Context: an optimization exercise on an open-source flow, tuned for small area, a short achievable clock period and few clock cycles per item. The choices shown serve that exercise and are no tape-out recipe. In this exercise RTL edits were held to simulation tests only and were not proved equivalent to the original. Power is estimated from default activity; no workload was simulated.

==> flow/run.sh <==
#!/bin/bash
# The standard ORFS layout (the standard.sh), with two changes:
#  - repair_timing aims for 7.5 ns of setup margin at the design's 11 ns clock, so the
#    optimiser keeps working on paths the 11 ns constraint alone leaves untouched;
#  - the port buffers are sky130_fd_sc_hd__buf_1 instead of the default delay buffer.
# The SDC, clock period, floorplan, power grid and synthesis are unchanged.
set -euo pipefail
bash standard.sh SETUP_SLACK_MARGIN=7.5 "BUFFER_PORTS_ARGS=-buffer_cell sky130_fd_sc_hd__buf_1" finish > flow_make.log 2>&1
==> design.v <==
package szp_pkg;
  localparam int BATCH_PAGES_DEF    = 64;
  localparam int MAX_PAGE_WORDS_DEF = 4096;
  localparam int DATA_W        = 64;
  localparam int PAGE_WORDS_W  = 13;
  localparam int LIMIT_W       = 40;
  localparam int RUN_WORDS_W   = 19;
  localparam int CFG_DATA_W    = 40;
  localparam int CFG_INDEX_W   = 1;
  localparam logic [PAGE_WORDS_W-1:0] PAGE_WORDS_RST = 13'd512;
  localparam logic [LIMIT_W-1:0]      LIMIT_RST      = '1;
  function automatic logic [LIMIT_W-1:0] inc_f(input logic [LIMIT_W-1:0] a, input logic cin);
    logic [LIMIT_W-1:0] s;
    logic               cb, c;
    cb = cin;
    for (int j = 0; j < LIMIT_W; j = j + 4) begin
      c = cb;
      for (int i = j; i < j + 4; i++) begin
        s[i] = a[i] ^ c;
        c    = c & a[i];
      end
      cb = cb & (&a[j +: 4]);
    end
    inc_f = s;
  endfunction
  function automatic logic lt_t(input logic [LIMIT_W-1:0] a, input logic [LIMIT_W-1:0] b);
    logic [63:0] l, e;
    l = '0;
    e = '1;
    for (int i = 0; i < LIMIT_W; i++) begin
      l[i] = !a[i] && b[i];
      e[i] = !(a[i] ^ b[i]);
    end
    for (int s = 1; s < 64; s = s * 2) begin
      for (int i = 0; i < 64; i = i + 2 * s) begin
        l[i] = l[i+s] | (e[i+s] & l[i]);
        e[i] = e[i+s] & e[i];
      end
    end
    lt_t = l[0];
  endfunction
endpackage
module szp_core #(
  parameter int BATCH_PAGES    = szp_pkg::BATCH_PAGES_DEF,
  parameter int MAX_PAGE_WORDS = szp_pkg::MAX_PAGE_WORDS_DEF
) (
  input  logic                            clk,
  input  logic                            rst,
  input  logic                            w_valid,
  output logic                            w_take,
  input  logic                            w_nz,
  input  logic                            w_last,
  input  logic                            cfg_write,
  input  logic [szp_pkg::CFG_INDEX_W-1:0] cfg_index,
  input  logic [szp_pkg::CFG_DATA_W-1:0]  cfg_data,
  output logic                            runs_valid,
  input  logic                            runs_ready,
  output logic                            runs_run_kind,
  output logic [szp_pkg::RUN_WORDS_W-1:0] runs_run_words,
  output logic                            runs_run_final,
  output logic [szp_pkg::LIMIT_W-1:0]     runs_total_words
);
  localparam int PW    = szp_pkg::PAGE_WORDS_W;
  localparam int LW    = szp_pkg::LIMIT_W;
  localparam int RW    = szp_pkg::RUN_WORDS_W;
  localparam int WIP_W = $clog2(MAX_PAGE_WORDS) + 1;
  localparam int PIB_W = $clog2(BATCH_PAGES);
  logic [WIP_W-2:0] pszm1;
  logic [LW-1:0]    lm1;          
  logic [1:0]       dirty;        
  logic [LW-1:0]    acc;
  logic             take;         
  logic             fresh;        
  logic             limit_hit;
  logic [WIP_W-1:0] wip;
  logic             has_data;
  logic             carry;        
  logic [PIB_W-1:0] pib;
  logic             run_open;
  logic             ork;
  logic [RW-1:0]    orw;
  logic             o_valid, o_final, second;
  logic [WIP_W-2:0] cfg_pszm1;
  logic             go, restart;
  logic             lim_next, closing, page_full, page_done, kind, emit1, emit2, keep;
  logic             batch_end, open_e, ork_e;
  logic [LW-1:0]    acc_inc;
  logic [RW-1:0]    orw_e, sum_keep;
  logic [WIP_W-1:0] wip_e, wip1;
  always_comb begin
    if (cfg_data[PW-1:0] == '0)
      cfg_pszm1 = '0;
    else if (cfg_data[PW-1:0] > PW'(MAX_PAGE_WORDS))
      cfg_pszm1 = (WIP_W-1)'(MAX_PAGE_WORDS - 1);
    else
      cfg_pszm1 = (WIP_W-1)'(cfg_data[PW-1:0] - PW'(1));
  end
  always_ff @(posedge clk) begin
    if (rst) begin
      pszm1 <= (WIP_W-1)'(szp_pkg::PAGE_WORDS_RST - 1);
      lm1   <= szp_pkg::LIMIT_RST - LW'(1);
      dirty <= 2'd0;
    end else if (cfg_write) begin
      dirty <= {cfg_index, 1'b0};
      if (cfg_index == 1'b0) pszm1 <= cfg_pszm1;
      else                   lm1   <= cfg_data[LW-1:0];
    end else begin
      dirty <= {1'b0, dirty[1]};
      if (dirty[1]) lm1 <= ~szp_pkg::inc_f(~lm1, 1'b1);
    end
  end
  assign runs_valid       = o_valid;
  assign runs_run_kind    = ork;
  assign runs_run_words   = orw;
  assign runs_run_final   = o_final && !second;
  assign runs_total_words = acc;
  assign go     = w_valid && !fresh && (dirty == 2'd0) && !second && (!o_valid || runs_ready);
  assign w_take = go;
  always_comb begin
    open_e    = run_open || carry;
    ork_e     = carry ? has_data : ork;
    orw_e     = carry ? RW'(wip) : orw;
    wip_e     = carry ? '0 : wip;
    acc_inc   = szp_pkg::inc_f(acc, 1'b1);
    lim_next  = (acc == lm1);
    closing   = !take || w_last || lim_next;
    page_full = carry ? (pszm1 == '0) : !szp_pkg::lt_t(LW'(wip), LW'(pszm1));
    page_done = take ? (page_full || w_last || lim_next) : (wip_e != '0);
    kind      = (has_data && !carry) || (take && w_nz);
    emit1     = page_done && open_e && (ork_e != kind);
    keep      = open_e && !emit1;
    wip1      = WIP_W'(szp_pkg::inc_f(LW'(wip_e), take));
    sum_keep  = orw_e + RW'(wip_e) + RW'(take);
    batch_end = closing || (page_done && (&pib));
    emit2     = batch_end && (open_e || page_done);
    restart   = (limit_hit || closing) && w_last;
  end
  always_ff @(posedge clk) begin
    if (rst) begin
      take <= 1'b1;
    end else if (dirty[0]) begin
      take <= !szp_pkg::lt_t(lm1, acc) && !(&lm1);
    end else if (go && restart) begin
      take <= !(&lm1);
    end
  end
  always_ff @(posedge clk) begin
    if (rst) begin
      acc       <= '0;
      fresh     <= 1'b0;
      limit_hit <= 1'b0;
      wip       <= '0;
      has_data  <= 1'b0;
      carry     <= 1'b0;
      pib       <= '0;
      run_open  <= 1'b0;
      o_valid   <= 1'b0;
      second    <= 1'b0;
    end else if (go) begin
      if (limit_hit) begin
        if (w_last) begin
          limit_hit <= 1'b0;
          acc       <= '0;
        end
        o_valid <= 1'b0;
      end else begin
        if (restart && !(emit1 || emit2)) acc <= '0;
        else if (take)                    acc <= acc_inc;
        fresh     <= restart && (emit1 || emit2);
        limit_hit <= closing && !w_last;
        o_valid   <= emit1 || emit2;
        second    <= emit1 && emit2;
        pib       <= batch_end ? '0 : PIB_W'(szp_pkg::inc_f(LW'(pib), page_done));
        if (emit1) begin
          wip      <= wip1;
          has_data <= kind;
          carry    <= 1'b1;
          run_open <= 1'b0;
        end else begin
          wip      <= page_done ? '0 : wip1;
          has_data <= !page_done && kind;
          carry    <= 1'b0;
          run_open <= (open_e || page_done) && !batch_end;
        end
      end
    end else if (o_valid && runs_ready) begin
      if (second) begin
        second   <= 1'b0;
        wip      <= '0;
        has_data <= 1'b0;
        carry    <= 1'b0;
      end else begin
        o_valid <= 1'b0;
        if (fresh) begin
          fresh <= 1'b0;
          acc   <= '0;
        end
      end
    end
  end
  always_ff @(posedge clk) begin
    if (go && !limit_hit) begin
      o_final <= closing;
      if (emit1) begin
        orw <= orw_e;
        ork <= ork_e;
      end else if (page_done) begin
        orw <= keep ? sum_keep : RW'(wip1);
        ork <= kind;
      end else begin
        orw <= orw_e;
        ork <= ork_e;
      end
    end else if (o_valid && runs_ready && second) begin
      orw <= RW'(wip);
      ork <= has_data;
    end
  end
endmodule
module szp_run_fifo (
  input  logic clk,
  input  logic rst,
  input  logic in_valid,
  output logic in_ready,
  input  logic in_nz,
  input  logic in_last,
  output logic out_valid,
  input  logic out_take,
  output logic out_nz,
  output logic out_last
);
  logic s1_valid, s1_nz, s1_last;
  logic in_fire;
  assign in_ready = !s1_valid;
  assign in_fire  = in_valid && !s1_valid;
  always_ff @(posedge clk) begin
    if (rst) begin
      out_valid <= 1'b0;
      s1_valid  <= 1'b0;
    end else if (!out_valid || out_take) begin
      out_valid <= s1_valid || in_fire;
      s1_valid  <= 1'b0;
    end else if (in_fire) begin
      s1_valid  <= 1'b1;
    end
  end
  always_ff @(posedge clk) begin
    if (!out_valid || out_take) begin
      out_nz   <= s1_valid ? s1_nz   : in_nz;
      out_last <= s1_valid ? s1_last : in_last;
    end
  end
  always_ff @(posedge clk) begin
    if (!s1_valid) begin
      s1_nz   <= in_nz;
      s1_last <= in_last;
    end
  end
endmodule
module sparse_zero_page_run_builder #(
  parameter int BATCH_PAGES    = szp_pkg::BATCH_PAGES_DEF,
  parameter int MAX_PAGE_WORDS = szp_pkg::MAX_PAGE_WORDS_DEF
) (
  input  logic                            clk,
  input  logic                            rst,
  input  logic                            items_valid,
  output logic                            items_ready,
  input  logic [szp_pkg::DATA_W-1:0]      items_data_word,
  input  logic                            items_last_word,
  output logic                            runs_valid,
  input  logic                            runs_ready,
  output logic                            runs_run_kind,
  output logic [szp_pkg::RUN_WORDS_W-1:0] runs_run_words,
  output logic                            runs_run_final,
  output logic [szp_pkg::LIMIT_W-1:0]     runs_total_words,
  input  logic                            cfg_write,
  input  logic [szp_pkg::CFG_INDEX_W-1:0] cfg_index,
  input  logic [szp_pkg::CFG_DATA_W-1:0]  cfg_data
);
  logic w_valid, w_take, w_nz, w_last;
  szp_run_fifo u_fifo (
    .clk       (clk),
    .rst       (rst),
    .in_valid  (items_valid),
    .in_ready  (items_ready),
    .in_nz     (items_data_word != '0),
    .in_last   (items_last_word),
    .out_valid (w_valid),
    .out_take  (w_take),
    .out_nz    (w_nz),
    .out_last  (w_last)
  );
  szp_core #(
    .BATCH_PAGES    (BATCH_PAGES),
    .MAX_PAGE_WORDS (MAX_PAGE_WORDS)
  ) u_core (
    .clk              (clk),
    .rst              (rst),
    .w_valid          (w_valid),
    .w_take           (w_take),
    .w_nz             (w_nz),
    .w_last           (w_last),
    .cfg_write        (cfg_write),
    .cfg_index        (cfg_index),
    .cfg_data         (cfg_data),
    .runs_valid       (runs_valid),
    .runs_ready       (runs_ready),
    .runs_run_kind    (runs_run_kind),
    .runs_run_words   (runs_run_words),
    .runs_run_final   (runs_run_final),
    .runs_total_words (runs_total_words)
  );
endmodule
==> standard.sh <==
#!/bin/bash
# synth_recipe.tcl (not shown) runs the flow's synth.tcl, then flattens the netlist and writes it again
# the make line also repeats each setting of config.mk as NAME=value (left out here)
make -C /OpenROAD-flow-scripts/flow DESIGN_CONFIG=/design/flow/config.mk WORK_HOME=/design/flow/orfs CLKGATE_MAP_FILE= SYNTH_SCRIPT=/design/flow/synth_recipe.tcl "${@:-finish}"
==> config.mk <==
export PLATFORM = sky130hd
export DESIGN_NAME = sparse_zero_page_run_builder
export DESIGN_NICKNAME = sparse_zero_page_run_builder
export VERILOG_FILES = /design/flow/design.v
export SDC_FILE = /design/flow/constraint.sdc
export NUM_CORES = 4
export LEC_CHECK = 0
export CAP_MARGIN = 20
export CORE_MARGIN = 2
export CORE_UTILIZATION = 40
export SLEW_MARGIN = 20
==> constraint.sdc <==
create_clock -name core_clock -period 11.0 [get_ports {clk}]
set_input_delay 2.2000 -clock core_clock [delete_from_list [all_inputs] [get_ports {clk}]]
set_output_delay 2.2000 -clock core_clock [all_outputs]
set_load 0.01 [all_outputs]
==> run_results.csv, run 1 <==
group,metric,value,unit
routing,drt_iter0_drc,683,
floorplanning,ios,174,
setup_path,cp-start-kind,"primary input",
global_routing,track_usage,23.0,%
setup_path,crit_path_max_fanout,5,
routing,post-route-drc-count,0,
setup_path,reg2reg_slack,7.59,ns
floorplanning,row_count,58,
sta,timing.final.crit_share,32.1,%
run_status,status,"timing/DRC/antenna clean",
logic_synthesis,yosysWarnings,2,
setup_path,rr_startpoint,"u_core.wip[1]",
logic_synthesis,synth_cell_types,66,
logic_synthesis,yosysSeqAreaShare,31.5,%
routing,firstDrtPassIters,5,
clocking,clockRootBuffer,"clkbuf_16",
hold_path,hold_start,"u_fifo.s1_last",
sta,rsz0062_at_grt,"true",
finish,fill_cells,2505,
setup_path,crit_start,"cfg_data[7]",
floorplanning,core-area,0.0250,mm2
sta,setup_violations,0,
clocking,insertion_delay,0.43,ns
global_routing,overflow,0,
global_routing,grt_antenna_before_repair,0,
clocking,clk_pin_slew,0.06,ns
setup_path,crit_type,"primary input to register",
routing,viasPerCell,5.66,
clocking,cts_tree,"yes",
finish,diodes,0,
finish,area_growth,20.2,%
floorplanning,die_w,163,um
sta,fin_setup_tns,0,ns
logic_synthesis,syn_area,0.0102,mm2
sta,finClkSkew,0.0134,ns
sta,final_max_slew_viol_count,0,
global_routing,grt_max_degree,59,
sta,period_needed,3.53,ns
routing,routed-via-count,9708,
finish,final_common_cell,"buf_1",
hold_path,hp-class,"register to register",
placement,post_dp_cell_area,0.0112,mm2
sta,hold_ws,0.475,ns
global_routing,grt_pass1_vias,9148,
run,drv_cap,0,
setup_path,crit_arrival,3.82,ns
logic_synthesis,ys_ff_latch,148,
global_routing,grt_pass1_wl,48500,um
sta,worst_slew_margin_rel,46.4,%
logic_synthesis,synth_ff_type,"dfxtp_1",
sta,fmax,283,MHz
power,leakagePower,5.47,nW
logic_synthesis,synth_nets,1457,
logic_synthesis,synthArstFlopShare,0,%
finish,nets,1622,
floorplanning,initial_core_util,40.5,%
finish,most-common-layout-cells,"buf_1 (166), nor2_1 (144), ha_1 (137)",
routing,ant_nets,0,
finish,layout-drive-gt1-share,9.03,%
logic_synthesis,synth_edf_count,23,
hold_path,hold_depth,1,
logic_synthesis,synth_top_area_cell,"dfxtp_1",
floorplanning,dieHeight,163,um
sta,hold_violations,0,
setup_path,worstSetupEndpointType,"register",
clocking,clk_path_buf_depth,2,
clocking,h-tree-depth,4,
power,power.density,120,mW/mm2
sta,layout_setup_ws,7.47,ns
placement,io_buffers,173,
routing,wl,31200,um
sta,worst_pin_slew,0.803,ns
logic_synthesis,synth_cells,1207,
clocking,clock-sinks,148,
clocking,hold_buffers,0,
placement,place.gp.congestion,0.847,
routing,wl_per_cell,18.2,um
logic_synthesis,synth.top_cell.area_share,24.6,%
floorplanning,die_area,0.0267,mm2
hold_path,holdPathEnd,"u_fifo.s1_last",
setup_path,ff2ff_path_depth,11,
power,vdd_drop_max,0.0000888,V
placement,place_ws,6.46,ns
clocking,cts_buffers,17,
finish,postLayoutCoreUtil,48.8,%
logic_synthesis,synth_area_leaders,"dfxtp_1 (25%), ha_1 (17%), edfxtp_1 (6.8%)",
setup_path,required,11.29,ns
finish,design_area,0.0122,mm2
setup_path,r2r-end,"u_core.orw[13]",
logic_synthesis,syn_avg_cell_area,8.41,um2
placement,hpwl,22000,um
-- state kept, by name, summed over array words and instances (netlist names), 2 cells and up --
register and flops:
u_core.acc 40, u_core.pib 6, u_core.dirty 2, u_core.orw 19, u_core.pszm1 12, u_core.lm1 40
u_core.wip 13
-- worst max-delay path by stage --
stage / endpoint / slack, ns / cells after the start
floorplan: u_core.pszm1[5] / 7.29 / 6
global placement: u_core.lm1[32] / 6.49 / 7
detailed placement: u_core.lm1[34] / 6.46 / 7
CTS: u_core.pszm1[3] / 7.44 / 7
global route: u_core.pszm1[3] / 7.36 / 6
finish: u_core.pszm1[3] / 7.47 / 6
-- power by group --
group	leakage (nW)	switching [mW]	total (mW)	internal, mW
sequential	1.24	0.0227	0.599	0.576
clock	0.279	0.245	0.602	0.357
combinational	3.95	0.163	0.263	0.0997
total	5.47	0.431	1.46	1.03
-- per-stage QoR --
step	instances	power (mW)
after floorplan	1207	0.764
after global placement	1665	0.836
after detailed placement	1665	0.838
after CTS	1707	1.45
after global routing	1715	1.52
final	1715	1.46
-- synthesized netlist by cell type (23+ instances only) --
library cell / number
nor2_1: 147
inv_1: 84
clkbuf_1: 50
nor3_1: 25
a21oi_1: 60
nand3_1: 44
nor4_1: 27
edfxtp_1: 23
ha_1: 137
a22o_1: 29
nand4_1: 35
o21ai_0: 80
a211oi_1: 33
nand2_1: 67
dfxtp_1: 125
-- worst max-delay path, cell delays in order --
cell and delay [ns]:
buf_8 0.11, or4_4 0.56, nor3_4 0.21, nand4b_1 0.29
a221oi_2 0.35, o21ai_1 0.10
-- per-layer routing --
metal | part of all wire [%] | up-vias | routed length (um) | track usage (%)
met5 | 0 | - | 0 | 0
met4 | 2.5 | 0 | 769 | 7.04
met3 | 5.5 | 44 | 1730 | 3.45
met2 | 46 | 275 | 14400 | 37.6
met1 | 46 | 4590 | 14300 | 31.4
li1 | - | 4799 | - | -
-- area by class of cell --
type	count	area (um2)	share of cell area [%]
sequential	148	3200	26.2
clock buffer	19	433	3.55
multi-input combinational	919	6650	54.5
inverter	86	354	2.90
timing repair buffer	200	1000	8.20
tap	330	413	3.38
clock inverter	13	156	1.28
-- timing repair --
| item | CTS | global route |
|---|---|---|
| cloned | 2 | 1 |
| buffers inserted | 8 | 7 |
| endpoints found under the setup margin | 139 | 83 |
| gates resized for setup | 25 | 51 |
| pin swaps | 1 | 12 |
-- logic make-up after synthesis --
family	share of synthesized area, %
and+or+nand+nor	20.0
AOI/OAI and AO/OA	20.0
DFF	31.5
adders and majority gates	17.6
buffers and inverters	5.29
xor gates and xnor gates	2.85
muxes	2.83
Testbench counts, summed over its fixed seeds: cycles 49,132, items 48,000.
==> run 2, diff against run 1 <==
--- a/design.v
+++ b/design.v
@@ -66,6 +66,8 @@
   localparam int WIP_W = $clog2(MAX_PAGE_WORDS) + 1;
   localparam int PIB_W = $clog2(BATCH_PAGES);
   logic [WIP_W-2:0] pszm1;
+  logic             psz_hi;       
+  logic             pdirty;
   logic [LW-1:0]    lm1;          
   logic [1:0]       dirty;        
   logic [LW-1:0]    acc;
@@ -88,24 +90,29 @@
   logic [RW-1:0]    orw_e, sum_keep;
   logic [WIP_W-1:0] wip_e, wip1;
   always_comb begin
-    if (cfg_data[PW-1:0] == '0)
+    if ({psz_hi, pszm1} == '0)
       cfg_pszm1 = '0;
-    else if (cfg_data[PW-1:0] > PW'(MAX_PAGE_WORDS))
+    else if ({psz_hi, pszm1} > PW'(MAX_PAGE_WORDS))
       cfg_pszm1 = (WIP_W-1)'(MAX_PAGE_WORDS - 1);
     else
-      cfg_pszm1 = (WIP_W-1)'(cfg_data[PW-1:0] - PW'(1));
+      cfg_pszm1 = (WIP_W-1)'(PW'({psz_hi, pszm1}) - PW'(1));
   end
   always_ff @(posedge clk) begin
     if (rst) begin
       pszm1 <= (WIP_W-1)'(szp_pkg::PAGE_WORDS_RST - 1);
       lm1   <= szp_pkg::LIMIT_RST - LW'(1);
-      dirty <= 2'd0;
+      psz_hi <= 1'b0;
+      pdirty <= 1'b0;
+      dirty  <= 2'd0;
     end else if (cfg_write) begin
-      dirty <= {cfg_index, 1'b0};
-      if (cfg_index == 1'b0) pszm1 <= cfg_pszm1;
-      else                   lm1   <= cfg_data[LW-1:0];
+      dirty  <= {cfg_index, 1'b0};
+      pdirty <= !cfg_index;
+      if (cfg_index == 1'b0) {psz_hi, pszm1} <= cfg_data[PW-1:0];
+      else                   lm1             <= cfg_data[LW-1:0];
     end else begin
-      dirty <= {1'b0, dirty[1]};
+      dirty  <= {1'b0, dirty[1]};
+      pdirty <= 1'b0;
+      if (pdirty) {psz_hi, pszm1} <= {1'b0, cfg_pszm1};
       if (dirty[1]) lm1 <= ~szp_pkg::inc_f(~lm1, 1'b1);
     end
   end
@@ -114,7 +121,7 @@
   assign runs_run_words   = orw;
   assign runs_run_final   = o_final && !second;
   assign runs_total_words = acc;
-  assign go     = w_valid && !fresh && (dirty == 2'd0) && !second && (!o_valid || runs_ready);
+  assign go     = w_valid && !fresh && (dirty == 2'd0) && !pdirty && !second && (!o_valid || runs_ready);
   assign w_take = go;
   always_comb begin
     open_e    = run_open || carry;
==> run 2 against run 1 <==
Wire length down 1.3%. Clock power down 7.5%. Largest power group is now sequential cells. Fmax up 2.3%. Still clean on timing, DRC and antenna. Critical path type unchanged. Non-clock buffer count up 16.
==> run_results.csv, run 2 <==
group,metric,value,unit
clocking,clockRootBuffer,"clkbuf_16",
setup_path,crit_arrival,3.83,ns
finish,area_growth,20.3,%
logic_synthesis,syn_area,0.0102,mm2
setup_path,crit_start,"runs_ready",
setup_path,rr_startpoint,"u_core.carry",
logic_synthesis,yosys-top-cells-count,"ha_1 (137), dfxtp_1 (127), nor2_1 (124)",
sta,hold_ws,0.471,ns
setup_path,crit_path_cell_trace,"buf_8 -> inv_12 -> nand2_4 -> and2_4 -> nand2_8 -> a211o_4 -> a2111oi_4 -> buf_6 -> buf_4 -> buf_12 -> buf_16 -> a22o_1",
logic_synthesis,syn_avg_cell_area,8.39,um2
logic_synthesis,yosysWarnings,2,
routing,post-route-drc-count,0,
logic_synthesis,synth_mux_area_share,2.72,%
finish,layout-drive-gt1-share,9.16,%
floorplanning,row_count,58,
logic_synthesis,synth_area_leaders,"dfxtp_1 (25%), ha_1 (17%), edfxtp_1 (6.8%)",
logic_synthesis,synth.most_common_cell,"ha_1",
logic_synthesis,synth.top_cell.area_share,24.9,%
routing,firstDrtPassIters,5,
logic_synthesis,yosys.area_share.adder,17.2,%
sta,worst_slew_margin_rel,45.5,%
run_status,status,"timing/DRC/antenna clean",
global_routing,grt_max_degree,81,
placement,io_buffers,173,
logic_synthesis,synth_cell_types,68,
clocking,clk_path_buf_depth,2,
setup_path,cp-start-kind,"primary input",
finish,multi_input_area,0.00658,mm2
logic_synthesis,synth_cells,1218,
finish,reg_top3,"u_core.acc: 40 flops, u_core.lm1: 40 flops, u_core.orw: 19 flops",
clocking,hold_buffers,0,
setup_path,crit_path_max_fanout,8,
routing,wl,30800,um
placement,hpwl,22200,um
finish,final_common_cell,"buf_1",
finish,diodes,0,
clocking,cts_tree,"yes",
global_routing,grt_pass1_vias,9208,
power,vdd_drop_max,0.0000689,V
sta,hold_violations,0,
clocking,cts_buffers,17,
setup_path,required,11.37,ns
sta,period_needed,3.45,ns
floorplanning,ios,174,
setup_path,worst_path_largest_cell_delay,0.31,ns
sta,setup_violations,0,
global_routing,grt_pass1_wl,49000,um
logic_synthesis,synth_ff_type,"dfxtp_1",
finish,fill_cells,2470,
logic_synthesis,synthArstFlopShare,0,%
floorplanning,die_area,0.0269,mm2
sta,finClkSkew,0.0137,ns
logic_synthesis,synth-xor-area-share,2.14,%
global_routing,track_usage,23.1,%
clocking,insertion_delay,0.44,ns
placement,place_ws,5.95,ns
routing,drt_iter0_drc,784,
routing,routed-via-count,9757,
hold_path,hp-class,"register to register",
placement,place.gp.congestion,0.879,
power,power.density,115,mW/mm2
routing,wl_per_cell,17.7,um
global_routing,grt_antenna_before_repair,0,
logic_synthesis,synth_top_family_by_area,"compound AO/OA/AOI/OAI gates",
floorplanning,dieHeight,164,um
logic_synthesis,yosys.area_share.simple,19.7,%
finish,most-common-layout-cells,"buf_1 (170), ha_1 (137), dfxtp_1 (126)",
floorplanning,initial_core_util,40.7,%
logic_synthesis,ys_ff_latch,150,
routing,viasPerCell,5.61,
sta,fmax,290,MHz
hold_path,hold_start,"u_core.pib[5]",
clocking,clk_pin_slew,0.06,ns
floorplanning,die_w,164,um
setup_path,cp_slowest_cell,"a211o_4",
finish,regArea,0.00323,mm2
sta,timing.final.crit_share,31.4,%
logic_synthesis,synth_compound_area_share,21.2,%
logic_synthesis,synth_top_area_cell,"dfxtp_1",
global_routing,overflow,0,
setup_path,worstSetupEndpointType,"register",
sta,rsz0062_at_grt,"false",
logic_synthesis,synth_nets,1468,
sta,layout_setup_ws,7.55,ns
clocking,clock-sinks,150,
setup_path,crit_type,"primary input to register",
logic_synthesis,synth_edf_count,23,
power,leakagePower,5.51,nW
finish,nets,1646,
sta,worst_pin_slew,0.815,ns
logic_synthesis,yosysSeqAreaShare,31.6,%
floorplanning,core-area,0.0251,mm2
sta,fin_setup_tns,0,ns
sta,final_max_slew_viol_count,0,
run,drv_cap,0,
clocking,h-tree-depth,4,
routing,ant_nets,0,
-- run 2: routing by layer --
layer / part of all wire (%) / global-route usage, % / vias to the layer above
li1: - / - / 4855
met1: 48 / 32.6 / 4607
met2: 46 / 36.4 / 263
met3: 5.1 / 4.37 / 32
met4: 1.3 / 5.42 / 0
met5: 0 / 0 / -
-- run 2: final cells by class --
cell class                      count  share of cell area (%)
Multi-Input combinational cell    923                    53.5
Sequential cell                   150                    26.3
Timing Repair Buffer              216                    9.55
Clock buffer                       17                    3.46
Tap cell                          330                    3.36
Inverter                           87                    2.86
Clock inverter                     15                   0.956
Timing Repair inverter              1                  0.0610
-- run 2: where the power goes --
part	internal, mW	switching (mW)	total (mW)
registers	0.583	0.0249	0.607
clock network	0.294	0.263	0.557
logic	0.0965	0.154	0.251
-- run 2: kinds of logic (layout without fill, tap and decap cells) --
group,after synthesis,in the layout
simple gates,402,403
compound gates,330,330
flops,150,150
buf+inv,146,336
fa+ha+maj,139,139
mux,26,26
xor+xnor,25,25
-- run 2: worst max-delay path: cells and delay by family --
family	cells	cell delay (ns)
AOI/OAI and AO/OA	3	0.65
and+or+nand+nor	3	0.31
buffers and inverters	6	0.67
-- run 2: final timing paths --
| path | cells after the start | endpoint | slack [ns] |
|---|---|---|---|
| setup / recovery | 12 | u_core.acc[34] | 7.55 |
| hold / removal | 2 | u_core.pib[5] | 0.47 |
| setup reg to reg | 11 | u_core.orw[11] | 7.64 |
| hold reg to reg | 2 | u_core.pib[5] | 0.47 |
-- run 2: metrics by stage --
stage	utilization [%]	total power [mW]	area [um2]	instances
after floorplan	-	0.766	10300	1218
after global placement	44.6	0.840	11200	1674
after detailed placement	44.6	0.844	11200	1674
after CTS	48.4	1.42	12200	1730
after global routing	49.0	1.48	12300	1739
final	49.0	1.42	12300	1739
-- run 2: what timing repair did --
action                     in CTS  in global routing
setup endpoints to repair     142                 83
gates resized for setup        36                 21
setup buffers                  18                  9
gates cloned                    6                  0
pin swaps                       4                  4
Testbench counts of run 2, summed over its fixed seeds: cycles 49,132, items 48,000.
==> run 3, diff against run 2 <==
--- a/design.v
+++ b/design.v
@@ -69,7 +69,9 @@
   logic             psz_hi;       
   logic             pdirty;
   logic [LW-1:0]    lm1;          
-  logic [1:0]       dirty;        
+  logic [3:0]       dstep;        
+  logic             dbor;         
+  logic             dirty;        
   logic [LW-1:0]    acc;
   logic             take;         
   logic             fresh;        
@@ -82,6 +84,7 @@
   logic             ork;
   logic [RW-1:0]    orw;
   logic             o_valid, o_final, second;
+  logic             s_final;      
   logic [WIP_W-2:0] cfg_pszm1;
   logic             go, restart;
   logic             lim_next, closing, page_full, page_done, kind, emit1, emit2, keep;
@@ -103,25 +106,34 @@
       lm1   <= szp_pkg::LIMIT_RST - LW'(1);
       psz_hi <= 1'b0;
       pdirty <= 1'b0;
-      dirty  <= 2'd0;
+      dstep  <= 4'd0;
+      dirty  <= 1'b0;
     end else if (cfg_write) begin
-      dirty  <= {cfg_index, 1'b0};
       pdirty <= !cfg_index;
-      if (cfg_index == 1'b0) {psz_hi, pszm1} <= cfg_data[PW-1:0];
-      else                   lm1             <= cfg_data[LW-1:0];
+      if (cfg_index == 1'b0) begin
+        {psz_hi, pszm1} <= cfg_data[PW-1:0];
+      end else begin
+        lm1   <= cfg_data[LW-1:0];
+        dstep <= 4'(LW / 4);
+        dbor  <= 1'b1;
+      end
     end else begin
-      dirty  <= {1'b0, dirty[1]};
       pdirty <= 1'b0;
+      dirty  <= (dstep == 4'd1);
       if (pdirty) {psz_hi, pszm1} <= {1'b0, cfg_pszm1};
-      if (dirty[1]) lm1 <= ~szp_pkg::inc_f(~lm1, 1'b1);
+      if (dstep != 4'd0) begin
+        lm1   <= {lm1[3:0] - 4'(dbor), lm1[LW-1:4]};
+        dbor  <= dbor && (lm1[3:0] == 4'd0);
+        dstep <= dstep - 4'd1;
+      end
     end
   end
   assign runs_valid       = o_valid;
   assign runs_run_kind    = ork;
   assign runs_run_words   = orw;
-  assign runs_run_final   = o_final && !second;
+  assign runs_run_final   = o_final;
   assign runs_total_words = acc;
-  assign go     = w_valid && !fresh && (dirty == 2'd0) && !pdirty && !second && (!o_valid || runs_ready);
+  assign go     = w_valid && !fresh && (dstep == 4'd0) && !dirty && !pdirty && !second && (!o_valid || runs_ready);
   assign w_take = go;
   always_comb begin
     open_e    = run_open || carry;
@@ -145,7 +157,7 @@
   always_ff @(posedge clk) begin
     if (rst) begin
       take <= 1'b1;
-    end else if (dirty[0]) begin
+    end else if (dirty) begin
       take <= !szp_pkg::lt_t(lm1, acc) && !(&lm1);
     end else if (go && restart) begin
       take <= !(&lm1);
@@ -207,7 +219,8 @@
   end
   always_ff @(posedge clk) begin
     if (go && !limit_hit) begin
-      o_final <= closing;
+      o_final <= closing && !(emit1 && emit2);
+      s_final <= closing;
       if (emit1) begin
         orw <= orw_e;
         ork <= ork_e;
@@ -219,8 +232,9 @@
         ork <= ork_e;
       end
     end else if (o_valid && runs_ready && second) begin
-      orw <= RW'(wip);
-      ork <= has_data;
+      orw     <= RW'(wip);
+      ork     <= has_data;
+      o_final <= s_final;
     end
   end
 endmodule
==> run 3 against run 2 <==
First-iteration DRC count is 6.9% lower. Combinational power is 53% higher. Design area is 1.6% lower. Core utilization is 0.48 points higher. Final cell count is 4.8% lower. Count of clock-buffer cells in the layout is 2 higher. Hold slack better by 0.0017 ns. Sequential cell count is 5 higher. Clock power is 6.6% higher. Via count is 2.4% lower. Critical endpoint is now u_core.acc[12]. Highest routed layer unchanged.
==> run_results.csv, run 3 <==
group,metric,value,unit
clocking,clk_path_buf_depth,2,
clocking,cts_tree,"yes",
placement,place.gp.congestion,0.802,
floorplanning,die_area,0.0263,mm2
setup_path,worst_path_largest_cell_delay,0.48,ns
finish,most-common-layout-cells,"buf_1 (170), dfxtp_1 (128), ha_1 (111)",
finish,postLayoutCoreUtil,49.5,%
global_routing,grt_pass1_wl,49700,um
floorplanning,core-area,0.0245,mm2
routing,ant_nets,0,
finish,nets,1543,
global_routing,grt_max_degree,74,
global_routing,grt_antenna_before_repair,0,
global_routing,track_usage,23.9,%
finish,diodes,0,
routing,viasPerCell,5.75,
power,intPower,1.10,mW
logic_synthesis,synth.top_cell.area_share,26.0,%
hold_path,hp-class,"register to register",
logic_synthesis,yosysWarnings,2,
clocking,insertion_delay,0.43,ns
power,clock_power_share,36.3,%
floorplanning,die_w,162,um
setup_path,required,11.38,ns
sta,setup_violations,0,
placement,hpwl,22500,um
sta,finClkSkew,0.0124,ns
setup_path,cp_slowest_cell,"or3_4",
logic_synthesis,synth_nets,1365,
placement,io_buffers,173,
floorplanning,ios,174,
sta,worst_slew_margin_rel,33.6,%
finish,final_common_cell,"buf_1",
sta,layout_setup_ws,7.50,ns
routing,drt_iter0_drc,730,
power,seqPwrFrac,40.2,%
global_routing,overflow,0,
logic_synthesis,synth_cells,1141,
finish,reg_top3,"u_core.acc: 40 flops, u_core.lm1: 40 flops, u_core.orw: 19 flops",
power,leakagePower,5.25,nW
setup_path,crit_type,"primary input to register",
logic_synthesis,syn_area,0.0100,mm2
floorplanning,dieHeight,162,um
sta,timing.final.crit_share,31.8,%
logic_synthesis,syn_avg_cell_area,8.78,um2
setup_path,crit_path_max_fanout,7,
run_status,status,"timing/DRC/antenna clean",
sta,final_max_slew_viol_count,0,
logic_synthesis,yosysSeqAreaShare,33.5,%
power,p_sw,0.534,mW
sta,hold_violations,0,
sta,fin_setup_tns,0,ns
clocking,clockRootBuffer,"clkbuf_16",
sta,worst_pin_slew,0.995,ns
setup_path,worstSetupEndpointType,"register",
logic_synthesis,synth.most_common_cell,"dfxtp_1",
run,drv_cap,0,
power,p_sw_share,32.7,%
routing,routed-via-count,9526,
finish,instances_no_fill,1656,
routing,post-route-drc-count,0,
global_routing,met3_usage,4.83,%
setup_path,crit_path_cell_trace,"buf_12 -> inv_8 -> a21oi_2 -> nand4_1 -> or3_4 -> o32ai_4 -> buf_12 -> clkbuf_16 -> a22o_1",
placement,place_ws,6.05,ns
clocking,clk_pin_slew,0.07,ns
logic_synthesis,synth_edf_count,25,
logic_synthesis,synth_top_area_cell,"dfxtp_1",
finish,area_growth,20.8,%
logic_synthesis,yosys-top-cells-count,"dfxtp_1 (130), ha_1 (111), inv_1 (88)",
routing,firstDrtPassIters,7,
finish,layout-drive-gt1-share,10.2,%
setup_path,cp-start-kind,"primary input",
power,vdd_drop_max,0.000101,V
setup_path,crit_arrival,3.88,ns
floorplanning,row_count,57,
clocking,cts_buffers,17,
power,comb_power_share,23.5,%
finish,design_area,0.0121,mm2
logic_synthesis,synthArstFlopShare,0,%
floorplanning,initial_core_util,41.0,%
placement,placedCellCount,1593,
setup_path,cpMostUsedCell,"buf_12",
logic_synthesis,synth_area_leaders,"dfxtp_1 (26%), ha_1 (14%), edfxtp_1 (7.5%)",
global_routing,busiest_layer,"met2",
logic_synthesis,synth_ff_type,"dfxtp_1",
routing,wl_per_cell,19.3,um
power,power.density,135,mW/mm2
placement,post_dp_cell_area,0.0110,mm2
sta,period_needed,3.50,ns
logic_synthesis,synth_cell_types,71,
clocking,clock-sinks,155,
sta,fmax,286,MHz
routing,wl,31900,um
global_routing,grtUsageMet1,30.9,%
sta,rsz0062_at_grt,"true",
global_routing,grt_pass1_vias,9070,
logic_synthesis,ys_ff_latch,155,
clocking,h-tree-depth,4,
global_routing,grt_use_met2,40.0,%
-- run 3: metal layers --
metal  vias to the layer above  routed length [um]
met2                       298               15500
met3                        32                1850
li1                       4627                   -
met5                         -                   0
met4                         0                 655
met1                      4569               13900
-- run 3: layout make-up --
| cell class | instances | area (um2) |
|---|---|---|
| clock inverters | 13 | 126 |
| multi-input cells | 845 | 6260 |
| inverters | 89 | 367 |
| repair inverters | 3 | 23.8 |
| repair buffers | 208 | 1110 |
| clock buffers | 19 | 454 |
| flip-flops and latches | 155 | 3360 |
| well taps | 324 | 405 |
| fillers | 2414 | 12400 |
-- run 3: power by group through the flow --
| stage | clock, mW | sequential [mW] | combinational [mW] |
|---|---|---|---|
| 6_report | 0.594 | 0.657 | 0.384 |
| 5_1_grt | 0.629 | 0.662 | 0.422 |
| 4_1_cts | 0.600 | 0.656 | 0.357 |
| 3_5_place_dp | 0 | 0.668 | 0.326 |
| 3_3_place_gp | 0 | 0.667 | 0.319 |
| 2_1_floorplan | 0 | 0.659 | 0.236 |
-- run 3: timing repair --
| item | in CTS | in global routing |
|---|---|---|
| gates cloned | 4 | 4 |
| setup endpoints to repair | 161 | 128 |
| buffers inserted | 14 | 9 |
| gates resized for setup | 30 | 24 |
| endpoints found under the hold margin | 0 | 0 |
| pin swaps | 3 | 34 |
| hold buffers | 0 | 0 |
-- run 3: metrics by stage --
step	hold slack [ns]	power (mW)
6_report	0.472	1.63
5_1_grt	0.491	1.71
4_1_cts	0.475	1.61
3_5_place_dp	0.464	0.995
3_3_place_gp	0.458	0.986
2_1_floorplan	0.440	0.895
-- run 3: cell families after synthesis --
logic type	Yosys count	share of synthesized area, %
xor gates and xnor gates	27	2.36
AOI/OAI and AO/OA	335	23.0
and+or+nand+nor	316	15.8
DFF	155	33.5
buffers and inverters	142	5.62
adders and majority gates	115	14.5
muxes	51	5.28
-- run 3: path summary, 6_finish.rpt --
kind,from,end,slack (ns),depth (start not counted)
worst max-delay path,runs_ready,u_core.acc[12],7.50,9
worst min-delay path,u_core.pib[5],u_core.pib[5],0.47,2
worst max register to register,u_core.acc[35],u_core.acc[0],7.64,11
worst min register to register,u_core.pib[5],u_core.pib[5],0.47,2
-- run 3: critical path: cells and delay by family --
kind	cells	cell delay, ns
AND/OR/NAND/NOR	2	0.68
buffers and inverters	4	0.46
AO/OA/AOI/OAI	3	0.55
Testbench counts of run 3, summed over its fixed seeds: cycles 49,140, items 48,000.
==> run 4, diff against run 3 <==
==> flow/run.sh (replaced) <==
#!/bin/bash
# The standard ORFS layout (the standard.sh), with three changes:
#  - repair_timing aims for 7.5 ns of setup margin at the design's 11 ns clock, so the
#    optimiser keeps working on paths the 11 ns constraint alone leaves untouched;
#  - the port buffers are sky130_fd_sc_hd__buf_1 instead of the default delay buffer;
#  - the clock tree is built from sky130_fd_sc_hd__clkbuf_8.
# The SDC, clock period, floorplan, power grid and synthesis are unchanged.
set -euo pipefail
bash standard.sh SETUP_SLACK_MARGIN=7.5 "BUFFER_PORTS_ARGS=-buffer_cell sky130_fd_sc_hd__buf_1" CTS_BUF_LIST=sky130_fd_sc_hd__clkbuf_8 finish > flow_make.log 2>&1
==> run 4 against run 3 <==
Core utilization fell by 1.4 points. Still clean on timing, DRC and antenna. Sequential power barely moved. Setup slack got worse by 0.013 ns. Clock skew rose by 0.0055 ns. Wire length fell by 1.0%. Sequential cell count did not move. First-iteration DRC count fell by 0.41%. Die area did not move. Combinational power fell by 5.2%. Count of clock-buffer cells in the layout fell by 2. Critical path depth fell by 1.
==> run_results.csv, run 4 <==
group,metric,value,unit
run_status,status,"timing/DRC/antenna clean",
floorplanning,die_w,162,um
routing,wl,31600,um
clocking,cts_tree,"yes",
run,drv_cap,0,
setup_path,required,11.40,ns
sta,worst_slew_margin_rel,32.9,%
sta,period_needed,3.51,ns
sta,finClkSkew,0.0179,ns
floorplanning,dieHeight,162,um
setup_path,crit_path_cell_trace,"buf_12 -> inv_8 -> a21oi_2 -> nand4_1 -> or3_4 -> o32ai_4 -> clkbuf_16 -> a22o_1",
routing,drt_iter0_drc,727,
global_routing,overflow,0,
sta,hold_violations,0,
sta,layout_setup_ws,7.49,ns
global_routing,met3_usage,4.95,%
placement,io_buffers,173,
clocking,clockRootBuffer,"clkbuf_8",
logic_synthesis,yosysWarnings,2,
placement,post_dp_cell_area,0.0110,mm2
sta,timing.final.crit_share,31.9,%
logic_synthesis,synth_nets,1365,
logic_synthesis,synth_area_leaders,"dfxtp_1 (26%), ha_1 (14%), edfxtp_1 (7.5%)",
floorplanning,ios,174,
floorplanning,initial_core_util,41.0,%
logic_synthesis,yosys-top-cells-count,"dfxtp_1 (130), ha_1 (111), inv_1 (88)",
routing,post-route-drc-count,0,
global_routing,grt_use_met2,39.8,%
finish,area_growth,17.4,%
global_routing,busiest_layer,"met2",
clocking,hold_buffers,0,
logic_synthesis,syn_avg_cell_area,8.78,um2
finish,multi_input_area,0.00626,mm2
setup_path,worstSetupEndpointType,"register",
finish,diodes,0,
finish,reg_top3,"u_core.acc: 40 flops, u_core.lm1: 40 flops, u_core.orw: 19 flops",
clocking,insertion_delay,0.46,ns
sta,fmax,285,MHz
floorplanning,row_count,57,
sta,rsz0062_at_grt,"true",
floorplanning,die_area,0.0263,mm2
setup_path,crit_arrival,3.92,ns
finish,fill_cells,2462,
finish,nets,1535,
finish,regArea,0.00336,mm2
power,power.density,125,mW/mm2
finish,final_common_cell,"buf_1",
sta,worst_pin_slew,1.01,ns
global_routing,grtUsageMet1,30.9,%
setup_path,cp_slowest_cell,"o32ai_4",
floorplanning,core-area,0.0245,mm2
logic_synthesis,synth.top_cell.area_share,26.0,%
finish,most-common-layout-cells,"buf_1 (170), dfxtp_1 (127), ha_1 (111)",
sta,setup_violations,0,
placement,place_ws,6.05,ns
logic_synthesis,synth_ff_type,"dfxtp_1",
logic_synthesis,synth_edf_count,25,
clocking,clock-sinks,155,
global_routing,grt_antenna_before_repair,0,
power,vdd_drop_max,0.0000655,V
global_routing,grt_max_degree,74,
placement,place.gp.congestion,0.802,
finish,layout-drive-gt1-share,9.74,%
logic_synthesis,yosysSeqAreaShare,33.5,%
sta,final_max_slew_viol_count,0,
clocking,clk_path_buf_depth,2,
logic_synthesis,synth_cells,1141,
setup_path,crit_path_max_fanout,6,
routing,ant_nets,0,
logic_synthesis,synth_cell_types,71,
routing,routed-via-count,9427,
logic_synthesis,ys_ff_latch,155,
setup_path,crit_family,"compound AO/OA/AOI/OAI gates",
placement,hpwl,22500,um
global_routing,track_usage,23.6,%
setup_path,cp-start-kind,"primary input",
logic_synthesis,synth.most_common_cell,"dfxtp_1",
logic_synthesis,synthArstFlopShare,0,%
power,power.total,1.47,mW
clocking,h-tree-depth,4,
setup_path,worst_path_largest_cell_delay,0.48,ns
setup_path,crit_type,"primary input to register",
global_routing,grt_pass1_wl,49100,um
global_routing,grt_pass1_vias,8945,
routing,firstDrtPassIters,5,
logic_synthesis,syn_area,0.0100,mm2
hold_path,hp-class,"register to register",
clocking,clk_pin_slew,0.09,ns
finish,design_area,0.0118,mm2
logic_synthesis,synth_top_area_cell,"dfxtp_1",
setup_path,path_buf_inv,3,
routing,wl_per_cell,19.2,um
clocking,cts_buffers,17,
sta,fin_setup_tns,0,ns
power,leakagePower,5.11,nW
routing,viasPerCell,5.72,
run 4: tightest hold or removal path: stages, from the launching register on:
cell,delay [ns]
dfxtp_1,0.33
nand2_1,0.06
a21oi_1,0.05
run 4: worst paths after layout:
check	end	cells past startpoint	from	slack, ns
setup / recovery	u_core.acc[33]	8	runs_ready	7.49
hold / removal	u_core.pib[4]	2	u_core.pib[4]	0.47
setup reg to reg	u_core.acc[0]	10	u_core.acc[34]	7.67
hold reg to reg	u_core.pib[4]	2	u_core.pib[4]	0.47
run 4: routing by layer:
metal | share of wire, % | vias to the layer above
li1 | - | 4615
met1 | 45 | 4517
met2 | 48 | 265
met3 | 5.3 | 30
met4 | 1.9 | 0
met5 | 0 | -
run 4: final cells by class:
type	instances	area share, %
Sequential cell	155	28.5
Inverter	89	3.12
Multi-Input combinational cell	845	53.2
Timing Repair inverter	2	0.128
Timing Repair Buffer	201	8.20
Tap cell	324	3.44
Clock inverter	15	1.36
Clock buffer	17	1.99
run 4: through the flow:
stage,utilization [%],hold slack [ns],std cells
floorplan,-,0.440,1141
global placement,44.8,0.458,1592
detailed placement,44.9,0.464,1593
CTS,47.4,0.479,1640
global route,48.1,0.496,1648
finish,48.1,0.475,1648
run 4: where the power goes:
part / switching, mW / internal, mW / total (mW)
sequential: 0.0390 / 0.618 / 0.657
combinational: 0.226 / 0.138 / 0.364
clock: 0.242 / 0.206 / 0.448
total: 0.507 / 0.962 / 1.47
run 4: cell families (layout without fill, tap and decap cells):
group | Yosys count | in the layout | synth area share [%]
buffers and inverters | 142 | 324 | 5.62
flip-flops | 155 | 155 | 33.5
XOR/XNOR | 27 | 27 | 2.36
AO/OA/AOI/OAI | 335 | 335 | 23.0
AND/OR/NAND/NOR | 316 | 317 | 15.8
adder cells (fa/ha/maj) | 115 | 115 | 14.5
multiplexers | 51 | 51 | 5.28
run 4: timing repair:
action	CTS	global route
gates cloned	2	4
pin swaps	4	8
buffers inserted	13	4
gates resized for setup	24	23
setup endpoints to repair	160	105
hold endpoints to repair	0	0
==> run 5, diff against run 4 <==
--- a/design.v
+++ b/design.v
@@ -149,7 +149,7 @@
     emit1     = page_done && open_e && (ork_e != kind);
     keep      = open_e && !emit1;
     wip1      = WIP_W'(szp_pkg::inc_f(LW'(wip_e), take));
-    sum_keep  = orw_e + RW'(wip_e) + RW'(take);
+    sum_keep  = (carry ? RW'(0) : orw) + RW'(wip) + RW'(take);
     batch_end = closing || (page_done && (&pib));
     emit2     = batch_end && (open_e || page_done);
     restart   = (limit_hit || closing) && w_last;
@@ -221,11 +221,8 @@
     if (go && !limit_hit) begin
       o_final <= closing && !(emit1 && emit2);
       s_final <= closing;
-      if (emit1) begin
-        orw <= orw_e;
-        ork <= ork_e;
-      end else if (page_done) begin
-        orw <= keep ? sum_keep : RW'(wip1);
+      if (page_done && !emit1) begin
+        orw <= open_e ? sum_keep : RW'(wip1);
         ork <= kind;
       end else begin
         orw <= orw_e;
==> run 5 against run 4 <==
Final cell count increased by 4.0%. Design area decreased by 2.8%. Sequential cell count unchanged. Combinational power decreased by 14%. Die area decreased by 2.4%. Global-route usage decreased by 2.1 points.
==> run_results.csv, run 5 <==
group,metric,value,unit
routing,wl,28900,um
finish,design_area,0.0114,mm2
floorplanning,dieHeight,160,um
setup_path,rr_startpoint,"u_core.lm1[24]",
sta,setup_violations,0,
routing,routed-via-count,9412,
global_routing,grt_pass1_wl,44800,um
global_routing,grt_antenna_before_repair,0,
finish,layout-drive-gt1-share,6.62,%
logic_synthesis,synth_cells,1213,
floorplanning,die_w,160,um
hold_path,hp-class,"register to register",
finish,most-common-layout-cells,"nand2_1 (184), buf_1 (170), dfxtp_1 (129)",
power,seqPwrFrac,45.4,%
sta,finClkSkew,0.0245,ns
finish,diodes,0,
power,comb_power_share,22.0,%
setup_path,crit_arrival,3.77,ns
sta,final_max_slew_viol_count,0,
setup_path,crit_path_max_fanout,19,
logic_synthesis,synthArstFlopShare,0,%
power,p_sw,0.468,mW
routing,post-route-drc-count,0,
power,leakagePower,4.85,nW
floorplanning,row_count,57,
logic_synthesis,yosys-top-cells-count,"nand2_1 (187), dfxtp_1 (130), ha_1 (111)",
logic_synthesis,ys_ff_latch,155,
power,p_sw_share,32.9,%
clocking,cts_tree,"yes",
finish,instances_no_fill,1714,
routing,viasPerCell,5.49,
placement,place_ws,6.45,ns
power,clock_power_share,32.6,%
placement,io_buffers,173,
logic_synthesis,syn_area,0.00978,mm2
clocking,insertion_delay,0.47,ns
clocking,clk_pin_slew,0.09,ns
power,power.density,125,mW/mm2
routing,drt_iter0_drc,590,
logic_synthesis,synth_nets,1437,
sta,layout_setup_ws,7.62,ns
logic_synthesis,yosysSeqAreaShare,34.3,%
finish,fill_cells,2443,
setup_path,cp-start-kind,"primary input",
sta,period_needed,3.38,ns
finish,final_common_cell,"nand2_1",
global_routing,grt_pass1_vias,8647,
floorplanning,core-area,0.0242,mm2
clocking,h-tree-depth,4,
sta,fin_setup_tns,0,ns
routing,wl_per_cell,16.9,um
clocking,cts_buffers,17,
clocking,clk_path_buf_depth,2,
logic_synthesis,synth_edf_count,25,
finish,nets,1601,
sta,hold_violations,0,
setup_path,reg2reg_slack,7.66,ns
power,intPower,0.956,mW
logic_synthesis,syn_avg_cell_area,8.06,um2
logic_synthesis,yosysWarnings,2,
setup_path,worstSetupEndpointType,"register",
sta,fmax,296,MHz
setup_path,required,11.39,ns
hold_path,hold_start,"u_core.pib[1]",
sta,rsz0062_at_grt,"false",
routing,ant_nets,0,
logic_synthesis,synth_area_leaders,"dfxtp_1 (27%), ha_1 (14%), edfxtp_1 (7.7%)",
logic_synthesis,synth_ff_type,"dfxtp_1",
setup_path,r2r-end,"u_core.pib[3]",
placement,hpwl,20500,um
setup_path,ff2ff_path_depth,12,
global_routing,track_usage,21.5,%
routing,firstDrtPassIters,5,
finish,reg_top3,"u_core.acc: 40 flops, u_core.lm1: 40 flops, u_core.orw: 19 flops",
logic_synthesis,synth_top_area_cell,"dfxtp_1",
floorplanning,initial_core_util,40.5,%
sta,worst_pin_slew,0.955,ns
placement,placedCellCount,1663,
global_routing,overflow,0,
power,vdd_drop_max,0.0000687,V
finish,area_growth,17.0,%
sta,timing.final.crit_share,30.7,%
power,power.total,1.42,mW
run_status,status,"timing/DRC/antenna clean",
setup_path,crit_type,"primary input to register",
hold_path,holdPathEnd,"u_core.pib[1]",
logic_synthesis,synth_cell_types,66,
logic_synthesis,synth.top_cell.area_share,26.6,%
placement,post_dp_cell_area,0.0107,mm2
sta,worst_slew_margin_rel,35.9,%
global_routing,grt_max_degree,99,
placement,place.gp.congestion,0.843,
hold_path,hold_depth,2,
clocking,clockRootBuffer,"clkbuf_8",
floorplanning,ios,174,
floorplanning,die_area,0.0257,mm2
logic_synthesis,synth.most_common_cell,"nand2_1",
clocking,clock-sinks,155,
run,drv_cap,0,
-- run 5: cell types whose count changed in the layout (fill, tap and decap cells not counted), sizes merged, moves of 18 or more --
cell / change
nand2: +105
a22oi: -36
a22o: -30
mux2i: -30
a21oi: +24
o21ai: +23
nor2b: +18
-- run 5: timing repair --
| item | 4_1_cts | 5_1_grt |
|---|---|---|
| gates cloned | 0 | 3 |
| endpoints found under the setup margin | 137 | 112 |
| pin swaps | 2 | 5 |
| gates resized for setup | 16 | 14 |
| hold buffers | 0 | 0 |
| buffers inserted | 5 | 11 |
-- run 5: cell families after synthesis --
kind of cell               after synthesis  synth area share, %
DFF                                    155                 34.3
and+or+nand+nor                        448                 21.3
xor gates and xnor gates                33                 2.96
AOI/OAI and AO/OA                      324                 20.7
buffers and inverters                  130                 5.10
muxes                                    9                0.959
adders and majority gates              114                 14.7
-- run 5: how the worst max path moves through the flow --
stage	startpoint	end	slack [ns]	cells after the start
final	runs_ready	u_core.acc[4]	7.62	9
after global routing	u_core.carry	u_core.orw[14]	7.51	10
after CTS	runs_ready	u_core.orw[3]	7.50	7
after detailed placement	cfg_write	u_core.lm1[7]	6.45	7
after global placement	cfg_write	u_core.lm1[3]	6.21	7
after floorplan	runs_ready	u_core.orw[0]	7.27	7
-- run 5: worst max-delay path: stages --
cell       delay (ns)
clkbuf_2         0.14
nand2b_4         0.15
and4_4           0.26
a32oi_1          0.12
nor3b_4          0.31
buf_4            0.20
clkbuf_16        0.19
nand2_1          0.07
a21oi_1          0.12
-- run 5: power groups by stage --
stage / clock network, mW / registers [mW] / logic (mW)
after floorplan: 0 / 0.651 / 0.200
after global placement: 0 / 0.659 / 0.273
after detailed placement: 0 / 0.659 / 0.276
after CTS: 0.470 / 0.646 / 0.290
after global routing: 0.490 / 0.652 / 0.350
final: 0.464 / 0.647 / 0.314
-- run 5: layout make-up --
class,instances,area (um2),area share (%)
Inverter,74,278,2.43
Timing Repair Buffer,199,922,8.06
Clock buffer,17,234,2.05
Clock inverter,15,174,1.52
Tap cell,324,405,3.54
Sequential cell,155,3360,29.3
Multi-Input combinational cell,930,6070,53.1
-- run 5: per-stage QoR --
stage	hold WS [ns]	util, %
after floorplan	0.444	-
after global placement	0.456	44.4
after detailed placement	0.460	44.4
after CTS	0.473	46.6
after global routing	0.495	47.3
final	0.476	47.3
-- run 5: routing by layer --
layer	GRT usage, %	part of all wire (%)	vias to the layer above
li1	-	-	4698
met1	27.3	44	4439
met2	36.7	49	231
met3	4.36	4.7	44
met4	7.25	2.3	0
met5	0	0	-
Testbench counts of run 5, summed over its fixed seeds: cycles 49,140, items 48,000.
==> run 6, diff against run 5 <==
--- a/design.v
+++ b/design.v
@@ -102,26 +102,22 @@
   end
   always_ff @(posedge clk) begin
     if (rst) begin
-      pszm1 <= (WIP_W-1)'(szp_pkg::PAGE_WORDS_RST - 1);
-      lm1   <= szp_pkg::LIMIT_RST - LW'(1);
+      pszm1  <= (WIP_W-1)'(szp_pkg::PAGE_WORDS_RST - 1);
       psz_hi <= 1'b0;
       pdirty <= 1'b0;
+      lm1    <= szp_pkg::LIMIT_RST - LW'(1);
       dstep  <= 4'd0;
       dirty  <= 1'b0;
-    end else if (cfg_write) begin
-      pdirty <= !cfg_index;
-      if (cfg_index == 1'b0) begin
-        {psz_hi, pszm1} <= cfg_data[PW-1:0];
-      end else begin
+    end else begin
+      pdirty <= cfg_write && !cfg_index;
+      if (cfg_write && !cfg_index) {psz_hi, pszm1} <= cfg_data[PW-1:0];
+      else if (pdirty)             {psz_hi, pszm1} <= {1'b0, cfg_pszm1};
+      dirty  <= (dstep == 4'd1) && !(cfg_write && cfg_index);
+      if (cfg_write && cfg_index) begin
         lm1   <= cfg_data[LW-1:0];
         dstep <= 4'(LW / 4);
         dbor  <= 1'b1;
-      end
-    end else begin
-      pdirty <= 1'b0;
-      dirty  <= (dstep == 4'd1);
-      if (pdirty) {psz_hi, pszm1} <= {1'b0, cfg_pszm1};
-      if (dstep != 4'd0) begin
+      end else if (dstep != 4'd0) begin
         lm1   <= {lm1[3:0] - 4'(dbor), lm1[LW-1:4]};
         dbor  <= dbor && (lm1[3:0] == 4'd0);
         dstep <= dstep - 4'd1;
==> run 6 against run 5 <==
First-iteration DRC count down 21%. Synthesized cell count down 4.0%. Design area up 0.37%. Critical path type unchanged. Largest power group unchanged.
==> run_results.csv, run 6 <==
group,metric,value,unit
routing,wl_per_cell,16.9,um
run_status,status,"timing/DRC/antenna clean",
power,leakagePower,4.83,nW
logic_synthesis,yosysSeqAreaShare,34.1,%
global_routing,grt_max_degree,94,
routing,wl,28000,um
setup_path,crit_path_max_fanout,20,
sta,finClkSkew,0.0186,ns
clocking,hold_buffers,0,
logic_synthesis,synth_area_leaders,"dfxtp_1 (26%), ha_1 (14%), edfxtp_1 (7.6%)",
clocking,h-tree-depth,4,
routing,drt_iter0_drc,464,
clocking,insertion_delay,0.46,ns
placement,place.gp.congestion,0.823,
placement,hpwl,19900,um
logic_synthesis,synthArstFlopShare,0,%
logic_synthesis,syn_avg_cell_area,8.44,um2
logic_synthesis,synth.top_cell.area_share,26.5,%
floorplanning,row_count,57,
sta,rsz0062_at_grt,"true",
sta,setup_violations,0,
logic_synthesis,synth_top_area_cell,"dfxtp_1",
routing,highest_layer,"met5",
sta,worst_pin_slew,0.842,ns
setup_path,crit_start,"runs_ready",
clocking,clk_pin_slew,0.10,ns
logic_synthesis,synth_nets,1387,
finish,instances_no_fill,1658,
setup_path,r2r-end,"u_core.orw[14]",
clocking,clk_path_buf_depth,2,
routing,firstDrtPassIters,5,
setup_path,required,11.41,ns
logic_synthesis,synth.most_common_cell,"dfxtp_1",
run,drv_cap,0,
placement,place_ws,6.28,ns
setup_path,crit_type,"primary input to register",
finish,most-common-layout-cells,"buf_1 (171), dfxtp_1 (129), ha_1 (109)",
setup_path,endpoint,"u_core.acc[34]",
power,power.total,1.51,mW
placement,io_buffers,173,
global_routing,track_usage,21.5,%
clocking,cts_tree,"yes",
routing,routed-via-count,9078,
floorplanning,core-area,0.0242,mm2
finish,area_growth,16.8,%
finish,final_common_cell,"buf_1",
global_routing,overflow,0,
routing,routed-wl-met3,1260,um
routing,met1Wirelength,13000,um
clocking,cts_buffers,17,
setup_path,rr_startpoint,"u_core.carry",
setup_path,reg2reg_slack,7.76,ns
clocking,clockRootBuffer,"clkbuf_8",
routing,ant_nets,0,
placement,post_dp_cell_area,0.0107,mm2
power,vdd_drop_max,0.0000737,V
logic_synthesis,synth_cell_types,67,
sta,layout_setup_ws,7.54,ns
sta,hold_violations,0,
logic_synthesis,syn_area,0.00983,mm2
logic_synthesis,synth_edf_count,25,
sta,final_max_slew_viol_count,0,
sta,worst_slew_margin_rel,43.9,%
logic_synthesis,synth_cells,1165,
finish,reg_top3,"u_core.acc: 40 flops, u_core.lm1: 40 flops, u_core.orw: 19 flops",
sta,fmax,289,MHz
setup_path,worstSetupEndpointType,"register",
sta,period_needed,3.46,ns
setup_path,crit_arrival,3.86,ns
floorplanning,die_area,0.0259,mm2
routing,viasPerCell,5.48,
placement,placedCellCount,1611,
global_routing,grt_antenna_before_repair,2,
finish,layout-drive-gt1-share,6.83,%
sta,timing.final.crit_share,31.4,%
setup_path,ff2ff_path_depth,11,
routing,wl_met2,13300,um
sta,fin_setup_tns,0,ns
setup_path,cp-start-kind,"primary input",
logic_synthesis,yosysWarnings,2,
logic_synthesis,yosys-top-cells-count,"dfxtp_1 (130), ha_1 (109), nor2_1 (103)",
finish,nets,1543,
floorplanning,initial_core_util,40.5,%
logic_synthesis,synth_ff_type,"dfxtp_1",
logic_synthesis,ys_ff_latch,155,
hold_path,hp-class,"register to register",
floorplanning,ios,174,
floorplanning,dieHeight,161,um
global_routing,grt_pass1_vias,8568,
power,power.density,132,mW/mm2
clocking,clock-sinks,155,
global_routing,grt_pass1_wl,44800,um
finish,design_area,0.0115,mm2
floorplanning,die_w,161,um
routing,post-route-drc-count,0,
-- run 6: cell types whose count changed after synthesis, sizes merged, moves of 6 or more --
| cell | before | now |
|---|---|---|
| inv | 73 | 67 |
| buf | 3 | 9 |
| nand2 | 187 | 98 |
| a22oi | 16 | 3 |
| a21oi | 96 | 64 |
| a32oi | 1 | 12 |
| nor3 | 18 | 26 |
| a22o | 0 | 29 |
| a21o | 17 | 9 |
| a211oi | 9 | 18 |
| o21ai | 90 | 103 |
| nor2 | 95 | 103 |
| nand2b | 4 | 41 |
| xor2 | 18 | 6 |
-- run 6: timing repair --
item | 4_1_cts | 5_1_grt
buffers inserted | 8 | 4
gates resized for setup | 21 | 5
pin swaps | 3 | 4
cloned | 2 | 1
endpoints found under the setup margin | 95 | 20
-- run 6: power by group --
part	switching (mW)	total (mW)	internal (mW)	leakage [nW]
Combinational	0.210	0.347	0.137	3.29
Sequential	0.0407	0.659	0.618	1.30
Clock	0.223	0.504	0.281	0.239
Total	0.474	1.51	1.04	4.83
-- run 6: logic make-up after synthesis --
family	share of synthesized area, %
compound gates	22.6
xor+xnor	1.96
fa+ha+maj	14.3
buf+inv	5.03
flops	34.1
mux	1.04
simple gates	21.0
-- run 6: stage by stage --
step,hold slack (ns),utilization [%]
finish,0.482,47.4
global route,0.501,47.3
CTS,0.483,47.0
detailed placement,0.470,44.3
global placement,0.459,44.3
floorplan,0.446,-
-- run 6: worst max-delay path, cell delays in order --
cell and delay, ns:
buf_2 0.13, nand2b_1 0.13, and4_4 0.24, nand2_1 0.08
a311o_2 0.40, o22ai_4 0.21, buf_12 0.15, buf_16 0.16
a22o_1 0.15
-- run 6: worst min-delay path by stage --
stage / start / to / depth (start not counted) / slack (ns)
after CTS: u_core.pib[0] / u_core.pib[0] / 2 / 0.48
final: u_core.pib[0] / u_core.pib[0] / 2 / 0.48
after global placement: u_core.pib[4] / u_core.pib[4] / 2 / 0.46
after global routing: u_fifo.s1_last / u_fifo.s1_last / 1 / 0.50
after floorplan: u_fifo.s1_last / u_fifo.s1_last / 1 / 0.45
after detailed placement: u_core.pib[0] / u_core.pib[0] / 2 / 0.47
-- run 6: area by class of cell --
class,count,area (um2)
well taps,324,405
inverters,67,251
fillers,2463,12800
clock inverters,12,195
multi-input cells,884,6080
clock buffers,19,262
diodes,1,2.50
flip-flops and latches,155,3350
repair buffers,196,932
-- run 6: routing by layer --
layer / GRT usage [%] / vias up
li1: - / 4603
met1: 28.8 / 4232
met2: 36.1 / 211
met3: 3.64 / 30
met4: 5.80 / 2
met5: 0 / -
Testbench counts of run 6, summed over its fixed seeds: cycles 49,140, items 48,000.

[afterwards: timing with drivers on the ports]
The results above use ideal ports. As a check the final layouts listed here were re-extracted and re-timed, cells and wires unchanged. Step 1: set_driving_cell puts a clkbuf_16 on clk and a buf_2 on each other input, an assumption about the parent block. Step 2 adds t to the input delays and takes it off the output delays; t is the mean of the earliest and latest rising clock arrival at the registers after step 1. Input paths then give back, and output paths get back, about the clock's delay inside the block. Slacks: no drivers / after step 1 / after step 2; pairs: no drivers / after step 1.
run | shift t [ns] | setup slack, ns | latest minus earliest clock arrival (ns) | slew at the worst register clock pin (ns)
run 1 | 0.473 | 7.465 / 7.467 / 6.994 | 0.014 / 0.014 | 0.07 / 0.07
run 2 | 0.479 | 7.546 / 7.512 / 7.033 | 0.013 / 0.014 | 0.07 / 0.07
run 3 | 0.476 | 7.500 / 7.474 / 6.997 | 0.012 / 0.013 | 0.07 / 0.07
run 4 | 0.498 | 7.486 / 7.456 / 6.957 | 0.018 / 0.017 | 0.10 / 0.10
run 5 | 0.508 | 7.620 / 7.581 / 7.101 | 0.025 / 0.025 | 0.11 / 0.11
run 6 | 0.497 | 7.545 / 7.538 / 7.040 | 0.019 / 0.019 | 0.10 / 0.10
After both steps setup and hold are still met in every run listed. For run 4, which loses most, drivers alone change the setup slack by -0.030 ns; drivers and shift together by -0.529 ns.
